This is an optimization exercise on Yosys and OpenROAD, whose aim is small area, a short achievable clock period and few clock cycles per item, not a production implementation.
In this exercise RTL edits were held to simulation tests only and were not proved equivalent to the original.

## flow/design.v (module list and top-level ports; edited modules follow where they fit)
// module seven_segment_mux_scanner: 771 lines
module seven_segment_mux_scanner (
  input  logic                         clk_i,
  input  logic                         rst_ni,
  input  logic                         item_valid_i,
  output logic                         item_ready_o,
  input  logic                         item_req_type_i,
  input  logic [ssms_pkg::NumberW-1:0] item_number_i,
  input  logic [ssms_pkg::PointW-1:0]  item_point_index_i,
  output logic                         res_valid_o,
  input  logic                         res_ready_i,
  output logic [ssms_pkg::SegW-1:0]    res_segment_levels_o,
  output logic [ssms_pkg::EnableW-1:0] res_digit_enable_levels_o,
  output logic [ssms_pkg::PosW-1:0]    res_active_position_o,
  input  logic                         psel,
  input  logic                         penable,
  input  logic                         pwrite,
  input  logic [ssms_pkg::AddrW-1:0]   paddr,
  input  logic [ssms_pkg::DataW-1:0]   pwdata,
  output logic [ssms_pkg::DataW-1:0]   prdata,
  output logic                         pready
);
  // ...
==> flow/flow/run.sh <==
#!/bin/bash
# Layout flow: the standard flow (standard.sh) with two changes:
#  - ports are buffered with the cell named in flow/port_buffer.txt (when present)
#    instead of the cell the resizer picks by default; every port still gets a buffer;
#  - when flow/abc_map.script is present, the combinational logic of the standard
#    synthesis is re-mapped with that ABC script (same Yosys script otherwise). The
#    registers (names, count, cell types) are compared with the standard synthesis;
#    if they differ in any way the standard netlist is used unchanged.
# Each tool's output goes to a log file of its own in this folder.
set -uo pipefail
HERE=$(pwd)
RES=$HERE/orfs/results/$FLOW_PLATFORM/seven_segment_mux_scanner/base
EXTRA=()
if [[ -f flow/port_buffer.txt ]]; then
  EXTRA+=("BUFFER_PORTS_ARGS=-buffer_cell $(tr -d ' \n' < flow/port_buffer.txt)")
fi

bash standard.sh "${EXTRA[@]}" synth > $HERE/log_standard_synth.txt 2>&1 || exit 1
cp $RES/1_2_yosys.v $HERE/standard_1_2_yosys.v

# 2. the same synthesis with the ABC script replaced
if [[ -f flow/abc_map.script ]]; then
  MAKELINE=$(grep '^make ' standard.sh)
  {
    echo 'proc abc {args} {'
    echo '  set i [lsearch -exact $args -script]'
    echo "  if {\$i >= 0} { lset args [expr {\$i + 1}] $HERE/flow/abc_map.script }"
    echo '  yosys abc {*}$args'
    echo '}'
    cat synth_recipe.tcl
  } > $HERE/my_synth.tcl
  MYLINE=$(echo "$MAKELINE" | sed -e "s#WORK_HOME=[^ ]*#WORK_HOME=$HERE/orfs_my#" -e "s#SYNTH_SCRIPT=[^ ]*#SYNTH_SCRIPT=$HERE/my_synth.tcl#" -e 's#"\${@:-finish}"#synth#')
  eval "$MYLINE" > $HERE/log_my_synth.txt 2>&1
  MYRES=$HERE/orfs_my/results/$FLOW_PLATFORM/seven_segment_mux_scanner/base
  regs() { grep -E '^\s*sky130_fd_sc_hd__(df|edf|sdf|dl)[a-z0-9_]*\s' "$1" | awk '{print $1, $2}' | sed -E 's/_[0-9]+ / /' | sort; }
  if [[ -f $MYRES/1_2_yosys.v ]] && diff <(regs $HERE/standard_1_2_yosys.v) <(regs $MYRES/1_2_yosys.v) > $HERE/log_reg_diff.txt \
     && [[ $(regs $HERE/standard_1_2_yosys.v | wc -l) -gt 0 ]]; then
    echo "registers match; using the re-mapped netlist" > $HERE/log_choice.txt
    cp $MYRES/1_2_yosys.v $RES/1_2_yosys.v
    rm -f $RES/1_synth.odb $RES/1_synth.sdc
  else
    echo "registers differ; using the standard netlist" > $HERE/log_choice.txt
  fi
fi

# 3. the rest of the standard flow
bash standard.sh "${EXTRA[@]}" finish > $HERE/log_standard_finish.txt 2>&1
==> flow/flow/port_buffer.txt <==
sky130_fd_sc_hd__buf_1
==> flow/standard.sh <==
#!/bin/bash
# synth_recipe.tcl (not shown) runs the flow's synth.tcl, then flattens the netlist and writes it again
# the make line also repeats each setting of config.mk as NAME=value (left out here)
make -C /OpenROAD-flow-scripts/flow DESIGN_CONFIG=/design/flow/config.mk WORK_HOME=/design/flow/orfs CLKGATE_MAP_FILE= SYNTH_SCRIPT=/design/flow/synth_recipe.tcl "${@:-finish}"
==> flow/config.mk <==
export PLATFORM = sky130hd
export DESIGN_NAME = seven_segment_mux_scanner
export DESIGN_NICKNAME = seven_segment_mux_scanner
export VERILOG_FILES = /design/flow/design.v
export SDC_FILE = /design/flow/constraint.sdc
export NUM_CORES = 4
export LEC_CHECK = 0
export ABC_AREA = 1
export CAP_MARGIN = 20
export CORE_MARGIN = 2
export CORE_UTILIZATION = 40
export CTS_BUF_LIST = sky130_fd_sc_hd__clkbuf_16
export CTS_CLUSTER_DIAMETER = 120
export CTS_CLUSTER_SIZE = 25
export PLACE_DENSITY = 0.6
export SETUP_SLACK_MARGIN = 2.2
export SLEW_MARGIN = 20
==> flow/constraint.sdc <==
create_clock -name core_clock -period 4.5 [get_ports {clk_i}]
set_input_delay 0.9000 -clock core_clock [delete_from_list [all_inputs] [get_ports {clk_i}]]
set_output_delay 0.9000 -clock core_clock [all_outputs]
set_load 0.01 [all_outputs]
==> flow_summary.toml, run 1 <==
[status]
status = "no timing/DRC/antenna violations"

[synthesis]
ys_types = 57
synth_edf_count = 204
synthArstFlopShare = 0.231
ys_seq_elements = 281
synth_adder_area_share = 0.00896

[floorplan]
taps = 622
rows = 81
core-area_um2 = 48600
start_util = 0.402
die_x_um = 225

[finish]
clock_buffers = 15
fin_cells = 3591
area_growth_pct = 9.74
dominant_cells = "multi-input gates"
largest_reg_flops = 32

[place]
place_congestion = 0.822
place_area_um2 = 20500

[cts]
clockRootBuffer = "clkbuf_16"
cts_buffers = 15
cts_hold_buf = 0
clk_pin_slew_ns = 0.10
clk_path_buf_depth = 3
cts_sinks = 281

[global_routing]
grt.busiest_layer = "met2"

[sta]
setup_viol = 0
setup_tns_ns = 0

[drt]
drc = 0
drtIter0Drc = 874
ant_nets = 0
vias_per_cell = 4.91
dr.pass1.iters = 5

[critical_path]
cp_num_buf_inv = 2
reg2reg_depth = 12
r2r-start = "nxt_q[0]"
critical_path.startpoint_type = "input port"
worstSetupPathType = "in -> out"
Testbench counts, summed over its fixed seeds: cycles 9,792, items 9,600.
==> run 2, diff against run 1 <==
--- a/flow/design.v
+++ b/flow/design.v
@@ -39,33 +39,29 @@
   logic [7:0]      held_q;
   logic [7:0]      en_q;
   logic            lit_q;
   logic            res_valid_q;
   logic       adv_w;
   logic       cfg_wr_w;
   logic [1:0] cfg_idx_w;
   logic [3:0] rd_w;
-  logic [3:0] rd_q;
   assign pready    = 1'b1;
   assign cfg_idx_w = paddr[3:2];
   assign cfg_wr_w  = psel && penable && pwrite;
   always_comb begin
     rd_w = '0;
     case (cfg_idx_w)
       2'd0: rd_w    = num_digits_q;
       2'd1: rd_w[0] = seg_act_high_q;
       2'd2: rd_w[0] = en_act_high_q;
       default: rd_w[0] = scan_en_q;
     endcase
   end
-  always_ff @(posedge clk_i) begin
-    rd_q <= rd_w;
-  end
-  assign prdata = {28'd0, rd_q};
+  assign prdata = {28'd0, rd_w};
   always_ff @(posedge clk_i or negedge rst_ni) begin
     if (!rst_ni) begin
       num_digits_q   <= 4'd4;
       seg_act_high_q <= 1'b1;
       en_act_high_q  <= 1'b0;
       scan_en_q      <= 1'b0;
     end else if (cfg_wr_w) begin
       case (cfg_idx_w)
==> run 2 against run 1 <==
Cell count fell by 0.53%. Wire length grew 0.79%. Flip-flop and latch count is 4 lower. Largest cell class unchanged. Setup slack worse by 0.13 ns. Synthesized cell count is 1.6% lower. Critical path depth increased by 2. Synthesized area increased by 0.36%. Sequential share of layout area is 1.2 points lower.
==> flow_summary.toml, run 2 <==
[finish]
layout_common_cells = "nand2_1, inv_1, nand3_1, edfxtp_1, nor2_1"
antenna_cells = 0
drive_gt1_frac = 0.155
fin_nets = 3039
reg_top3 = "digit_q (32), b1_q (25), b2_q (20)"
fin_cells = 3572
utilization = 0.451
regMostFlops = "digit_q"
area_growth_pct = 11.8
nFillCells = 4819
largest_reg_flops = 32
layout_commonest_cell = "nand2_1"

[sta]
fin_worst_skew_ns = 0.0203
worst_slack_ns = 2.10
layout_worst_path_cycle_share = 0.533
max_clock_freq_mhz = 417
setup_viol = 0
rsz0062_at_grt = "true"
holdWs_ns = 0.407
hold_viol = 0
worstMarginPinSlew_ns = 0.718
max_slew_margin = 0.521
min_period_ns = 2.40
setup_tns_ns = 0
drv_slew = 0

[critical_path]
critical_path.startpoint_type = "input port"
endpoint_kind = "primary output"
reg2reg_depth = 13
r2r-start = "nxt_q[0]"
cp_slowest_cell = "a31oi_1"
r2r-end = "held_q[3]"
path_cells = "buf_12 -> nor2_4 -> nand2_1 -> a31oi_1 -> buf_2"
cp_top_family = "buffers and inverters"
crit_fanout = 5
crit_path_max_incr_delay_ns = 0.18
cp_num_buf_inv = 2
cp.arrival_ns = 1.50
cp_data_required_time_ns = 3.60
worstSetupPathType = "in -> out"
r2r_setup_slack_ns = 2.16

[global_routing]
grt_antenna_before_repair = 0
grt_pass1_wl_mm = 67.1
grt_use_total = 0.150
grt_max_degree = 73
overflow = 0
grt_pass1_vias = 16304

[synthesis]
syn_inst = 2816
synth_top_area_cell = "edfxtp_1"
synthTopCellsByCount = "nand2_1, inv_1, nand3_1"
synth_edf_count = 204
synth_most_common_cell = "nand2_1"
ys_seq_elements = 277
synth_top_area_frac = 0.312
ys_seq_area_frac = 0.404
ys_types = 55
synth_top_flop_cell = "edfxtp_1"
synthTopCellsByArea = "edfxtp_1, nand2_1, nand3_1"
syn_avg_cell_area_um2 = 6.97
synthArstFlopShare = 0.235
syn_area_um2 = 19600
yosysWarnings = 1

[floorplan]
start_util = 0.403
die_x_um = 226
rows = 81
core-area_um2 = 48600
die_area_um2 = 50900
die_h_um = 226
pin_count = 134

[cts]
cts_buffers = 15
clk_pin_slew_ns = 0.10
htree_num_levels = 1
clockRootBuffer = "clkbuf_16"
cts_tree = "done"
clk_path_buf_depth = 3
insertion_delay_ns = 0.52
cts_sinks = 277

[drt]
drc = 0
dr.pass1.iters = 6
ant_nets = 0
vias_per_cell = 4.92
drtIter0Drc = 807
via_count = 17580
wl_per_cell_um = 10.8
drt_wl_total_mm = 38.6

[place]
pre_cts_ws_ns = 1.52
place_hpwl_mm = 28.4
place_congestion = 0.827
place_inst = 3505
port_buffers = 74

[min_path]
hold_class = "reg -> reg"
hold_depth = 0
hold_end = "b2_q[16]"
min_from = "b1_q[16]"

[run]
cap_violations = 0

[status]
status = "no timing/DRC/antenna violations"
==> run 2: cell types whose count changed in the layout (fill, tap and decap cells not counted), moves of 22 or more <==
| cell | delta |
|---|---|
| nand2_1 | -103 |
| inv_2 | +54 |
| inv_1 | -52 |
| nor2_1 | -37 |
| nand3_1 | -30 |
| nand2_2 | +29 |
| buf_4 | +23 |
| o21ai_1 | +22 |
==> run 2: worst max path at each step <==
stage	start	endpoint	slack [ns]	cells past startpoint
after global routing	nxt_q[0]	held_q[3]	2.02	13
after detailed placement	res_ready_i	g3_5_q	1.52	5
after CTS	paddr[3]	prdata[0]	2.09	6
final	paddr[2]	prdata[0]	2.10	5
after global placement	res_ready_i	g3_5_q	1.56	5
after floorplan	res_ready_i	en_q[4]	1.43	11
==> run 2: layout make-up <==
class / instances / area, µm² / share of cell area
multi-input combinational: 2109 / 10500 / 0.477
sequential: 277 / 7930 / 0.361
inverter: 420 / 1600 / 0.0727
tap: 622 / 778 / 0.0355
timing repair buffer: 121 / 737 / 0.0336
clock buffer: 15 / 375 / 0.0171
clock inverter: 7 / 43.8 / 0.00200
timing repair inverter: 1 / 7.51 / 0.000342
==> run 2: repair_timing <==
item / CTS / global route
pin swaps: 5 / 29
resized for setup: 38 / 132
hold buffers: 0 / 0
setup endpoints to repair: 162 / 167
cloned: 2 / 0
buffers inserted: 15 / 28
==> run 2: per-stage QoR <==
step | area [µm²]
finish | 21900
global route | 21900
CTS | 21400
detailed placement | 20700
global placement | 20700
floorplan | 19900
==> run 2: per-layer routing <==
layer  track usage  wire (µm)
met1         0.190      18300
met2         0.278      18800
met3        0.0149        936
met4        0.0293        521
met5             0          0
==> run 2: kinds of logic after synthesis <==
kind of cell	synth area share
and+or+nand+nor	0.357
other	0.000383
buffers and inverters	0.0934
muxes	0.000510
AOI/OAI and AO/OA	0.128
xor gates and xnor gates	0.00759
adders and majority gates	0.00892
DFF	0.404
Testbench counts of run 2, summed over its fixed seeds: cycles 9,792, items 9,600.

==> static timing again, ports no longer ideal <==
In the flow no input, the clock included, has a driving cell. The finished layouts below were timed again as built, in two steps. Step 1, drivers: a clkbuf_16 drives clk_i and a buf_2 each remaining input, both assumed. Step 2 times the ports against the registers' clock, not the clock port: input delays grow and output delays shrink by t, the midpoint of the rising clock arrivals with the driver on. a / b / c = ideal / step 1 / step 2; a / b = the first two.
run	t, ns	setup WS [ns]	worst register clock-pin slew, ns
run 1	0.552	2.230 / 2.209 / 1.829	0.11 / 0.11
run 2	0.564	2.101 / 2.051 / 1.694	0.10 / 0.10
After both steps setup and hold are still met in every run listed. For run 2, which loses most, drivers alone change the setup slack by -0.050 ns; drivers and shift together by -0.407 ns.
